This design comes from an exercise in tuning for small area, a short achievable clock period and few clock cycles per item on the open sky130 flow, not from production work. Function was checked by simulation only, so behaviour that the tests miss may differ from the original.

==> branch lagoon <==
## ladder_lowpass_filter_core
module ladder_lowpass_filter_core #(
  parameter int SAMPLE_BITS    = llf_pkg::SAMPLE_BITS_DEF,
  parameter int COEF_FRAC_BITS = llf_pkg::COEF_FRAC_BITS_DEF
) (
  input  logic                              clk_i,
  input  logic                              rst_ni,
  input  logic                              cfg_we_i,
  input  logic [llf_pkg::CFG_ADDR_W-1:0]    cfg_addr_i,
  input  logic [llf_pkg::CFG_DATA_W-1:0]    cfg_wdata_i,
  input  logic                              s_axis_tvalid,
  output logic                              s_axis_tready,
  input  logic [((SAMPLE_BITS+7)/8)*8-1:0]  s_axis_tdata,   
  output logic                              m_axis_tvalid,
  input  logic                              m_axis_tready,
  output logic [((SAMPLE_BITS+7)/8)*8-1:0]  m_axis_tdata    
);
clock: 16.0 ns
lec_check: 0
cap_margin: 70
core_margin: 2
core_utilization: 40
slew_margin: 70
run.sh (not shown) runs the stock make flow with config.mk's settings and CLKGATE_MAP_FILE= SYNTH_SCRIPT=/design/flow/synth_recipe.tcl, a recipe that flattens the netlist after the stock synthesis.
==> inputs of branch indigo, as changes to branch lagoon <==
--- a/flow/design.v
+++ b/flow/design.v
@@ -46,15 +46,15 @@
     logic       sub;
     logic [2:0] tsel;
     logic       ten;    
   } llf_ctl1_t;
   typedef struct packed {
     logic       wy;     
     logic       wn;     
-    logic       wa4;    
+    logic       wq;     
     logic       wp;     
     logic       wpt;    
     logic       ws1;
     logic       ws2;
     logic       ws3;
     logic       ws4;
   } llf_ctl2_t;
@@ -1025,34 +1025,31 @@
   input  logic                      clk_i,
   input  logic                      rst_ni,
   input  logic                      in_valid_i,   
   input  logic                      cfg_we_i,     
   input  logic                      out_full_i,   
   output logic                      in_ready_o,   
   output logic                      out_load_o,   
-  output logic                      out_set_o,    
   output llf_pkg::llf_ctl1_t        ctl1_o,       
   output llf_pkg::llf_ctl2_t        ctl2_o,       
   output logic [2:0]                lsel_o        
 );
   logic [SLOT_W-1:0] slot_q, slot_d, nom_d;
   logic              tail_q, tail_d;    
   logic              head_q, head_d;    
   logic              go_q;              
   logic              rdy_q;             
-  logic              b2_q;
   logic              b4_q;
   logic              stall;
   logic              take;
   llf_pkg::llf_ctl1_t ctl1_d;
   llf_pkg::llf_ctl2_t ctl2_q;
   llf_pkg::llf_ctl2_t ctl2_d;
-  assign stall      = b2_q && out_full_i;
-  assign out_load_o = b2_q && !out_full_i;
-  assign out_set_o  = b4_q && tail_q;
+  assign stall      = b4_q && tail_q && out_full_i;
+  assign out_load_o = b4_q && tail_q && !out_full_i;
   assign in_ready_o = rdy_q;
   assign take       = go_q && in_valid_i;
   always_comb begin
     slot_d = slot_q;
     tail_d = tail_q;
     head_d = head_q;
     if (slot_q == SL_P1) begin
@@ -1072,15 +1069,15 @@
     else if (slot_q == SL_LAST) nom_d = head_q ? SL_Y : SL_P1;
     else if (stall) nom_d = slot_q;
   end
   always_comb begin
     begin ctl1_d.vsel = V_N; ctl1_d.csel = C_B; ctl1_d.sub = 1'b0; ctl1_d.tsel = TA_0; ctl1_d.ten = 1'b0; end
     case (nom_d)
       SL_Y:  begin ctl1_d.vsel = V_FT; ctl1_d.csel = C_NORM; ctl1_d.sub = 1'b0; ctl1_d.tsel = TA_0; end
-      SL_K:  begin ctl1_d.vsel = stall ? V_Y : V_FL; ctl1_d.csel = C_K; ctl1_d.sub = 1'b1; ctl1_d.tsel = stall ? TA_0 : TA_X; ctl1_d.ten = 1'b1; end
+      SL_K:  begin ctl1_d.vsel = V_FL; ctl1_d.csel = C_K; ctl1_d.sub = 1'b1; ctl1_d.tsel = TA_X; ctl1_d.ten = 1'b1; end
       SL_A4: begin ctl1_d.vsel = V_Y; ctl1_d.csel = C_A; ctl1_d.sub = 1'b1; ctl1_d.tsel = TA_0; end
       SL_B1: begin ctl1_d.vsel = V_FL; ctl1_d.csel = C_B; ctl1_d.sub = 1'b0; ctl1_d.tsel = TA_0; end
       SL_B2: begin ctl1_d.vsel = V_FL; ctl1_d.csel = C_B; ctl1_d.sub = 1'b0; ctl1_d.tsel = TA_FP; end
       SL_A1: begin ctl1_d.vsel = V_N; ctl1_d.csel = C_A; ctl1_d.sub = 1'b1; ctl1_d.tsel = TA_0; ctl1_d.ten = 1'b1; end
       SL_A2: begin ctl1_d.vsel = V_FL; ctl1_d.csel = C_A; ctl1_d.sub = 1'b1; ctl1_d.tsel = TA_FP; ctl1_d.ten = 1'b1; end
       SL_B3: begin ctl1_d.vsel = V_N; ctl1_d.csel = C_B; ctl1_d.sub = 1'b0; ctl1_d.tsel = TA_0; end
       SL_P1: begin ctl1_d.vsel = V_S1; ctl1_d.csel = C_B; ctl1_d.sub = 1'b0; ctl1_d.tsel = TA_0; end
@@ -1093,24 +1090,25 @@
     endcase
   end
   always_comb begin
     ctl2_d = '0;
     case (slot_q)
       SL_Y:  begin ctl2_d.wy = 1'b1; end
       SL_K:  begin ctl2_d.wn = 1'b1; end
-      SL_A4: ctl2_d.wa4 = 1'b1;
+      SL_A4: ctl2_d.wq = 1'b1;
       SL_B1: begin ctl2_d.wn = 1'b1; end
       SL_B2: begin ctl2_d.wn = 1'b1; end
       SL_A1: begin ctl2_d.ws1 = tail_q; end
       SL_A2: begin ctl2_d.ws2 = tail_q; end
       SL_B3: begin ctl2_d.wn = 1'b1; end
       SL_P1: begin ctl2_d.wp = 1'b1; end
       SL_A3: begin ctl2_d.ws3 = tail_q; end
       SL_P2: begin ctl2_d.wp = 1'b1; end
       SL_B4: begin ctl2_d.ws4 = tail_q; end
+      SL_T:  ctl2_d.wq = 1'b1;
       SL_P3: begin ctl2_d.wpt = 1'b1; end
       default: ;
     endcase
   end
   always_comb begin
     lsel_o = LA_0;
     case (slot_q)
@@ -1127,24 +1125,22 @@
   always_ff @(posedge clk_i or negedge rst_ni) begin
     if (!rst_ni) begin
       slot_q <= SL_P1;
       tail_q <= 1'b0;
       head_q <= 1'b0;
       go_q   <= 1'b0;
       rdy_q  <= 1'b0;
-      b2_q   <= 1'b0;
       b4_q   <= 1'b0;
       ctl2_q <= '0;
     end else begin
       slot_q <= slot_d;
       tail_q <= tail_d;
       head_q <= head_d;
       go_q   <= (slot_d == SL_P1) && !cfg_we_i;
       rdy_q  <= (slot_d == SL_ACC);
-      b2_q   <= (slot_d == SL_K);
       b4_q   <= (slot_d == SL_B4);
       ctl2_q <= ctl2_d;
     end
   end
   assign ctl1_o = ctl1_d;
   assign ctl2_o = ctl2_q;
 endmodule
@@ -1170,27 +1166,26 @@
   localparam logic signed [ACC_W-1:0] SMIN = ~SMAX;
   logic [STAGE_GAIN_W-1:0]  stage_gain_q;
   logic [POLE_COEF_W-1:0]   pole_coef_q;
   logic [GAIN_FOURTH_W-1:0] gain_fourth_q;
   logic [RESONANCE_W-1:0]   resonance_q;
   logic [OUTPUT_NORM_W-1:0] output_norm_q;
   logic signed [31:0]            s1_q, s2_q, s3_q, s4_q;
-  logic signed [31:0]            p_q, n_q;
-  logic signed [33:0]            y_q;    
+  logic signed [31:0]            p_q, y_q, n_q;
+  logic signed [33:0]            q_q;
   logic signed [SAMPLE_BITS-1:0] x_in;
   logic [57:0]                   ps_q, pc_q;
   logic [57:0]                   ps_d, pc_d;
   logic                          out_valid_q;
   logic [SAMPLE_BITS-1:0]        out_data_q;
   logic signed [31:0]            y_clamp;
   llf_pkg::llf_ctl1_t            ctl1;
   llf_pkg::llf_ctl2_t            ctl2;
   logic                          in_ready;
   logic                          out_load;
-  logic                          out_set;
   logic signed [31:0]            val;
   logic signed [25:0]            coef;
   logic signed [33:0]            tadd;
   logic signed [33:0]            ladd, ladd_q;
   logic [2:0]                    lsel;
   logic signed [31:0]            val_q;
   logic [12:0]                   one_q, two_q, ng_q;
@@ -1221,15 +1216,14 @@
     .clk_i      (clk_i),
     .rst_ni     (rst_ni),
     .in_valid_i (s_axis_tvalid),
     .cfg_we_i   (cfg_we_i),
     .out_full_i (out_valid_q),
     .in_ready_o (in_ready),
     .out_load_o (out_load),
-    .out_set_o  (out_set),
     .ctl1_o     (ctl1),
     .ctl2_o     (ctl2),
     .lsel_o     (lsel)
   );
   llf_mac u_mac (
     .val_i  (val_q),
     .one_i  (one_q),
@@ -1258,29 +1252,29 @@
   assign late    = late_x[57:22];
   function automatic [31:0] sat32(input [35:0] v);
     if (v[35:31] == 5'b00000 || v[35:31] == 5'b11111) sat32 = v[31:0];
     else if (v[35]) sat32 = 32'h80000000;
     else sat32 = 32'h7FFFFFFF;
   endfunction
   assign late_sat  = sat32(late);
-  assign q_m1 = ladd_q - 34'sd1;
+  assign q_m1 = q_q - 34'sd1;
   always_comb begin
     if (plain[35:31] == 5'b00000 || plain[35:31] == 5'b11111) begin
       t_val = late_sat;
     end else if (!plain[35]) begin
-      t_val = ladd_q[33] ? {1'b0, q_m1[30:0]} : 32'sh7FFFFFFF;
+      t_val = q_q[33] ? {1'b0, q_m1[30:0]} : 32'sh7FFFFFFF;
     end else begin
-      t_val = (ladd_q[33] || ladd_q == '0) ? 32'sh80000000 : {1'b1, ladd_q[30:0]};
+      t_val = (q_q[33] || q_q == '0) ? 32'sh80000000 : {1'b1, q_q[30:0]};
     end
   end
   always_comb begin
     case (ctl1.vsel)
       V_FL:    val = late_sat;
       V_FT:    val = t_val;
-      V_Y:     val = y_q[31:0];
+      V_Y:     val = y_q;
       V_S1:    val = s1_q;
       V_X:     val = 32'(x_in);
       V_P:     val = p_q;
       default: val = n_q;
     endcase
     case (ctl1.csel)
       C_A:     coef = 26'(signed'(pole_coef_q));
@@ -1289,15 +1283,15 @@
       C_NORM:  coef = 26'(signed'({1'b0, output_norm_q}));
       default: coef = 26'(signed'({1'b0, stage_gain_q}));
     endcase
     case (lsel)
       LA_S1:   ladd = 34'(s1_q);
       LA_S2:   ladd = 34'(s2_q);
       LA_S3:   ladd = 34'(s3_q);
-      LA_Q:    ladd = y_q;
+      LA_Q:    ladd = q_q;
       LA_F:    ladd = 34'(late_sat);
       default: ladd = '0;
     endcase
     case (ctl1.tsel)
       TA_X:    tadd = 34'(x_in);
       TA_FP:   tadd = plain[33:0];
       TA_FL:   tadd = 34'(late_sat);
@@ -1319,17 +1313,17 @@
     ng_q   <= ng_d;
     sub_q  <= ctl1.sub;
     tadd_q <= tadd;
     ten_q  <= ctl1.ten;
     ladd_q <= ladd;
   end
   always_ff @(posedge clk_i) begin
-    if (ctl2.wy) y_q <= 34'(late_sat);
-    else if (ctl2.wa4) y_q <= plain[33:0];
+    if (ctl2.wy) y_q <= late_sat;
     if (ctl2.wn) n_q <= late_sat;
+    if (ctl2.wq) q_q <= plain[33:0];
     if (ctl2.wp) p_q <= late_sat;
     else if (ctl2.wpt) p_q <= t_val;
   end
   always_ff @(posedge clk_i or negedge rst_ni) begin
     if (!rst_ni) begin
       s1_q <= '0;
       s2_q <= '0;
@@ -1338,29 +1332,27 @@
     end else begin
       if (ctl2.ws1) s1_q <= late_sat;
       if (ctl2.ws2) s2_q <= late_sat;
       if (ctl2.ws3) s3_q <= late_sat;
       if (ctl2.ws4) s4_q <= late_sat;
     end
   end
-  logic signed [31:0] y_lo;
-  assign y_lo = y_q[31:0];
   always_comb begin
-    if (y_lo > SMAX) begin
+    if (y_q > SMAX) begin
       y_clamp = SMAX;
-    end else if (y_lo < SMIN) begin
+    end else if (y_q < SMIN) begin
       y_clamp = SMIN;
     end else begin
-      y_clamp = y_lo;
+      y_clamp = y_q;
     end
   end
   always_ff @(posedge clk_i or negedge rst_ni) begin
     if (!rst_ni) begin
       out_valid_q <= 1'b0;
-    end else if (out_set) begin
+    end else if (out_load) begin
       out_valid_q <= 1'b1;
     end else if (m_axis_tready) begin
       out_valid_q <= 1'b0;
     end
   end
   always_ff @(posedge clk_i) begin
     if (out_load) begin
==> flow/config.mk (replaced) <==
export PLATFORM = sky130hd
export DESIGN_NAME = ladder_lowpass_filter_core
export DESIGN_NICKNAME = ladder_lowpass_filter_core
export VERILOG_FILES = /design/flow/design.v
export SDC_FILE = /design/flow/constraint.sdc
export NUM_CORES = 4
export LEC_CHECK = 0
export CAP_MARGIN = 60
export CORE_MARGIN = 2
export CORE_UTILIZATION = 40
export SLEW_MARGIN = 60
==> notes.md <==
	branch indigo	branch lagoon
Wire length on met2	84300 um	84000 um
Chip Height	360 um	358 um
FFs & Latches	675	644
Routing usage on met1	0.364	0.394
Xor and xnor area share after synthesis	0.0901	0.0914
Final HPWL from detailed placement	125000 um	134000 um
Mean cell area of the mapped netlist	9.93 um^2	9.66 um^2
DP Cell Count	6529	6642
Multiplexer area fraction after synthesis	0.0415	0.0403
Cell with the largest stage delay on the worst path	sky130_fd_sc_hd__a21oi_1	sky130_fd_sc_hd__fa_1
Global-route total usage across every layer	0.277	0.295
Result of the run	finished clean	finished clean
Number of antenna diodes	0	1
Fraction of area in registers	0.299	0.277
Register area	16800 um^2	15900 um^2
Simple-gate share of the synthesized area	0.0814	0.0843
Share of post-route cells with drive strength above 1	0.122	0.139
Number of design-rule violations left by the first detailed-router iteration	5366	5354
Area of the multi-input gates	30800 um^2	31800 um^2
Inverter count	452	454
Unique masters post-synth	111	99
Final-layout worst hold slack	481 ps	457 ps
Total core area	126000 um^2	124000 um^2
Testbench counts of branch lagoon, summed over its fixed seeds: cycles 26,304, items 1,536.
Testbench counts of branch indigo, summed over its fixed seeds: cycles 26,304, items 1,536.

[separate check: timing with driven ports]
Ports are ideal in the flow. The routed layouts listed here were re-timed in OpenROAD.
Step 1, drivers: a clkbuf_16 drives clk_i and a buf_2 each remaining input, both assumed.
Step 2, shift: input delay + t, output delay - t, t = (earliest + latest rising clock arrival at the registers) / 2. This alone moves slack from input paths to output paths.
Three values: no drivers, after step 1, after step 2; two values: the first two.
| run | t, ns | slack for setup (ns) | hold slack, ns | latest minus earliest clock arrival (ns) | worst data-port slew with drivers (ns) |
|---|---|---|---|---|---|
| branch lagoon | 0.744 | 10.582 / 10.582 / 10.582 | 0.457 / 0.457 / 0.457 | 0.054 / 0.053 | 0.12 |
| branch indigo | 0.742 | 10.629 / 10.629 / 10.546 | 0.481 / 0.481 / 0.481 | 0.048 / 0.048 | 0.07 |
After both steps setup and hold are still met in every run listed. For branch indigo, which loses most, drivers alone change the setup slack by 0.000 ns; drivers and shift together by -0.083 ns.
